From an optimization exercise on the open Yosys and OpenROAD flow, aimed at small area, a short achievable clock period and few clock cycles per item; shortcuts taken in it are not production practice. RTL that was checked went through simulation tests only; none was proved equivalent to the original.

==> flow/design.v (excerpt) <==
module led_pattern_generator_unit (
    input  logic        clk,
    input  logic        rst_n,
    input  logic        cfg_we,
    input  logic [2:0]  cfg_index,
    input  logic [15:0] cfg_data,
    input  logic        in_valid,
    output logic        in_ready,
    input  logic [31:0] now_ms,
    output logic        out_valid,
    input  logic        out_ready,
    output logic [9:0]  pwm_level,
    output logic [6:0]  brightness_pct
);
Size: roughly 3,300 cells after synthesis, ~450 flip-flops.
Settings: LEC_CHECK=0, ABC_AREA=1, CAP_MARGIN=20, CORE_MARGIN=2, CORE_UTILIZATION=55, CTS_CLUSTER_DIAMETER=100, CTS_CLUSTER_SIZE=25, PLACE_DENSITY=0.8, SETUP_SLACK_MARGIN=5, SLEW_MARGIN=20, TNS_END_PERCENT=10; clock period 9.0 ns.
standard.sh (not shown) runs the stock make flow with config.mk's settings and CLKGATE_MAP_FILE= SYNTH_SCRIPT=/design/flow/synth_recipe.tcl, a recipe that flattens the netlist after the stock synthesis.
==> flow/flow/run.sh <==
#!/bin/bash
set -euo pipefail
bash standard.sh SETUP_SLACK_MARGIN=5.7 \
    "BUFFER_PORTS_ARGS=-buffer_cell sky130_fd_sc_hd__buf_2" finish > standard_flow.log 2>&1
Testbench counts at the start, summed over its fixed seeds: cycles 8,930, items 8,000.
Edit:
==> flow/run.sh (new file) <==
#!/bin/bash
# synth_recipe.tcl (not shown) runs the flow's synth.tcl, then flattens the netlist and writes it again
# the make line also repeats each setting of config.mk as NAME=value (left out here)
make -C /OpenROAD-flow-scripts/flow DESIGN_CONFIG=/design/flow/config.mk WORK_HOME=/design/flow/orfs CLKGATE_MAP_FILE= SYNTH_SCRIPT=/design/flow/synth_recipe.tcl finish
Settings changed: CTS_CLUSTER_DIAMETER 100 to unset, CTS_CLUSTER_SIZE 25 to unset, PLACE_DENSITY 0.8 to unset, TNS_END_PERCENT 10 to unset.
removed: flow/flow/run.sh
removed: flow/standard.sh
Result:
- This time the run produced a layout that fails on capacitance limit, slew limit
- maximum frequency came out lower by a few percent
- clock skew is about the same
- count of clock-buffer cells in the layout came out higher by 35
- via count came out lower by a few percent
- routed wire length came out higher by a few percent
- utilization came out higher by 0.72 points
Edit:
==> flow/flow/run.sh (new file) <==
#!/bin/bash
set -euo pipefail
bash standard.sh SETUP_SLACK_MARGIN=5.7 finish > standard_flow.log 2>&1
==> flow/standard.sh (new file) <==
#!/bin/bash
# synth_recipe.tcl (not shown) runs the flow's synth.tcl, then flattens the netlist and writes it again
# the make line also repeats each setting of config.mk as NAME=value (left out here)
make -C /OpenROAD-flow-scripts/flow DESIGN_CONFIG=/design/flow/config.mk WORK_HOME=/design/flow/orfs CLKGATE_MAP_FILE= SYNTH_SCRIPT=/design/flow/synth_recipe.tcl "${@:-finish}"
Settings changed: CTS_CLUSTER_DIAMETER set to 100, CTS_CLUSTER_SIZE set to 25, PLACE_DENSITY set to 0.8, TNS_END_PERCENT set to 10.
removed: flow/run.sh
Effect: This time the run went through all stages and came out clean; final area fell by 1.0%; clock-buffer cell count fell by 37; die area stays the same; register-to-register slack improves by 0.26 ns; wire length fell by about 6%.
Edit:
Settings changed: GPL_ROUTABILITY_DRIVEN set to 0.
What happened: The changed run produced a clean layout. Worst hold slack gets worse by 0.015 ns. Register-to-register slack gets worse by 0.08 ns.

Starting RTL as in the previous note.
Design led_pattern_generator_unit, start of the top module:
module led_pattern_generator_unit (
    input  logic        clk,
    input  logic        rst_n,
    input  logic        cfg_we,
    input  logic [2:0]  cfg_index,
    input  logic [15:0] cfg_data,
    input  logic        in_valid,
    output logic        in_ready,
    input  logic [31:0] now_ms,
    output logic        out_valid,
    input  logic        out_ready,
    output logic [9:0]  pwm_level,
    output logic [6:0]  brightness_pct
);
export LEC_CHECK = 0
export ABC_AREA = 1
export CAP_MARGIN = 20
export CORE_MARGIN = 2
export CORE_UTILIZATION = 55
export SETUP_SLACK_MARGIN = 5
export SLEW_MARGIN = 20
create_clock -name core_clock -period 9.0 [get_ports {clk}]
==> flow/flow/run.sh <==
#!/bin/bash
set -euo pipefail
bash standard.sh SETUP_SLACK_MARGIN=5.5 finish > standard_flow.log 2>&1
The starting point produced a clean layout.
Testbench counts at the start, summed over its fixed seeds: cycles 8,930, items 8,000.
Change:
==> flow/flow/run.sh (replaced) <==
#!/bin/bash
set -euo pipefail
bash standard.sh SETUP_SLACK_MARGIN=5.7 finish > standard_flow.log 2>&1
CORE_UTILIZATION = 70   (was 55)
CTS_CLUSTER_DIAMETER = 100   (was not set)
CTS_CLUSTER_SIZE = 25   (was not set)
TNS_END_PERCENT = 10   (was not set)
Result:
- The new run passed the timing, DRC and antenna checks
- via count rises by a few percent
- cell area shrinks by a few percent
- worst hold slack gains 0.017 ns
Change:
==> flow/flow/run.sh (replaced) <==
#!/bin/bash
set -euo pipefail
bash standard.sh SETUP_SLACK_MARGIN=5.5 finish > standard_flow.log 2>&1
CORE_UTILIZATION = 55   (was 70)
After rerunning:
- The changed run passed the timing, DRC and antenna checks
- area after synthesis does not change
- cell count goes up by 3.9%
- die area goes up by 27%
- final area barely changes
- clock-buffer cell count goes down by 1
- clock skew goes down by 0.0048 ns

led_pattern_generator_unit, a different RTL version from the one above (not shown whole).
Size in the first run: about 2900 cells after synthesis, ~75 I/O pins, ~31000 um2 of cells after synthesis.
## led_pattern_generator_unit
module led_pattern_generator_unit (
    input  logic        clk,
    input  logic        rst_n,
    input  logic        cfg_we,
    input  logic [2:0]  cfg_index,
    input  logic [15:0] cfg_data,
    input  logic        in_valid,
    output logic        in_ready,
    input  logic [31:0] now_ms,
    output logic        out_valid,
    input  logic        out_ready,
    output logic [9:0]  pwm_level,
    output logic [6:0]  brightness_pct
);
Settings: LEC_CHECK=0, CAP_MARGIN=20, CORE_MARGIN=2, CORE_UTILIZATION=40, SETUP_SLACK_MARGIN=5, SLEW_MARGIN=20; clock period 9.0 ns.
run.sh (not shown) runs the stock make flow with config.mk's settings and CLKGATE_MAP_FILE= SYNTH_SCRIPT=/design/flow/synth_recipe.tcl, a recipe that flattens the netlist after the stock synthesis.
Stock flow here: none of the scripts above is used.
Then changed:
- ABC_AREA: unset -> 1
The new run went through all stages and came out clean.
Final cell count went up by 9.8%.
Critical path depth rises by 7.
Clock-buffer cell count goes up by 4.
Then changed:
==> flow/flow/run.sh (new file) <==
#!/bin/bash
# The standard layout, with timing repair aiming at a 3 ns clock (setup margin 6 ns).
set -euo pipefail
bash standard.sh SETUP_SLACK_MARGIN=6 finish > standard_flow.log 2>&1
==> flow/standard.sh (new file) <==
#!/bin/bash
# synth_recipe.tcl (not shown) runs the flow's synth.tcl, then flattens the netlist and writes it again
# the make line also repeats each setting of config.mk as NAME=value (left out here)
make -C /OpenROAD-flow-scripts/flow DESIGN_CONFIG=/design/flow/config.mk WORK_HOME=/design/flow/orfs CLKGATE_MAP_FILE= SYNTH_SCRIPT=/design/flow/synth_recipe.tcl "${@:-finish}"
removed: flow/run.sh
Hold slack degrades by 0.013 ns.
Final area grows by about a fifth.
Global-route usage grows by 2.0 points.
Via count grows by a little under a tenth.
Clock skew grows by 0.0040 ns.
Register-to-register slack improves by 0.35 ns.
Then changed:
- ABC_AREA: 1 -> unset
- The new run ran to the end with no violations
- design area came out higher by about 1.5%
- maximum frequency drops by about 12%
- via count shrinks by 5.7%
- critical path depth goes down by 5
- wire length grows by 2.9%
- sequential share of layout area goes down by 0.43 points
- final cell count decreases by 9.7%
- worst hold slack improves by 0.022 ns
No run of this note included a check of the RTL's function; only the layout flow was run.

[afterwards: timing with drivers on the ports]
No port has a modelled driver above. Below, the same layouts with a new extraction and two added sets of constraints. Step 1 sets driving cells, clkbuf_16 on the clock port and buf_2 on the other inputs (assumed; they add their load-dependent delay and slew). Step 2 times the ports against the registers' clock, not the clock port: input delays grow and output delays shrink by t, the midpoint of the rising clock arrivals with the driver on. Three values: no drivers, after step 1, after step 2; two values: the first two.
| run | t, ns | setup slack, ns | worst setup path at the end | latest minus earliest clock arrival (ns) |
|---|---|---|---|---|
| the first run of note 1 | 0.637 | 5.301 / 5.301 / 5.301 | register to register | 0.022 / 0.021 |
| the second run of note 1 | 0.664 | 5.095 / 5.034 / 5.061 | input to register | 0.021 / 0.022 |
| the third run of note 1 | 0.642 | 5.380 / 5.380 / 5.114 | input to register | 0.026 / 0.026 |
| the fourth run of note 1 | 0.653 | 5.295 / 5.295 / 5.103 | input to register | 0.021 / 0.020 |
| the first run of note 2 | 0.667 | 5.313 / 5.313 / 5.076 | input to register | 0.018 / 0.018 |
| the second run of note 2 | 0.631 | 5.223 / 5.223 / 4.980 | input to register | 0.027 / 0.027 |
| the third run of note 2 | 0.641 | 5.263 / 5.263 / 5.072 | input to register | 0.021 / 0.021 |
| the first run of note 3 | 0.665 | 4.868 / 4.868 / 4.868 | register to register | 0.020 / 0.021 |
| the second run of note 3 | 0.668 | 5.049 / 5.049 / 5.049 | register to register | 0.036 / 0.036 |
| the third run of note 3 | 0.655 | 5.398 / 5.398 / 5.398 | register to register | 0.037 / 0.037 |
| the fourth run of note 3 | 0.677 | 4.917 / 4.917 / 4.917 | register to register | 0.023 / 0.022 |
For the third run of note 1, which loses most, drivers alone change the setup slack by 0.000 ns; drivers and shift together by -0.266 ns.
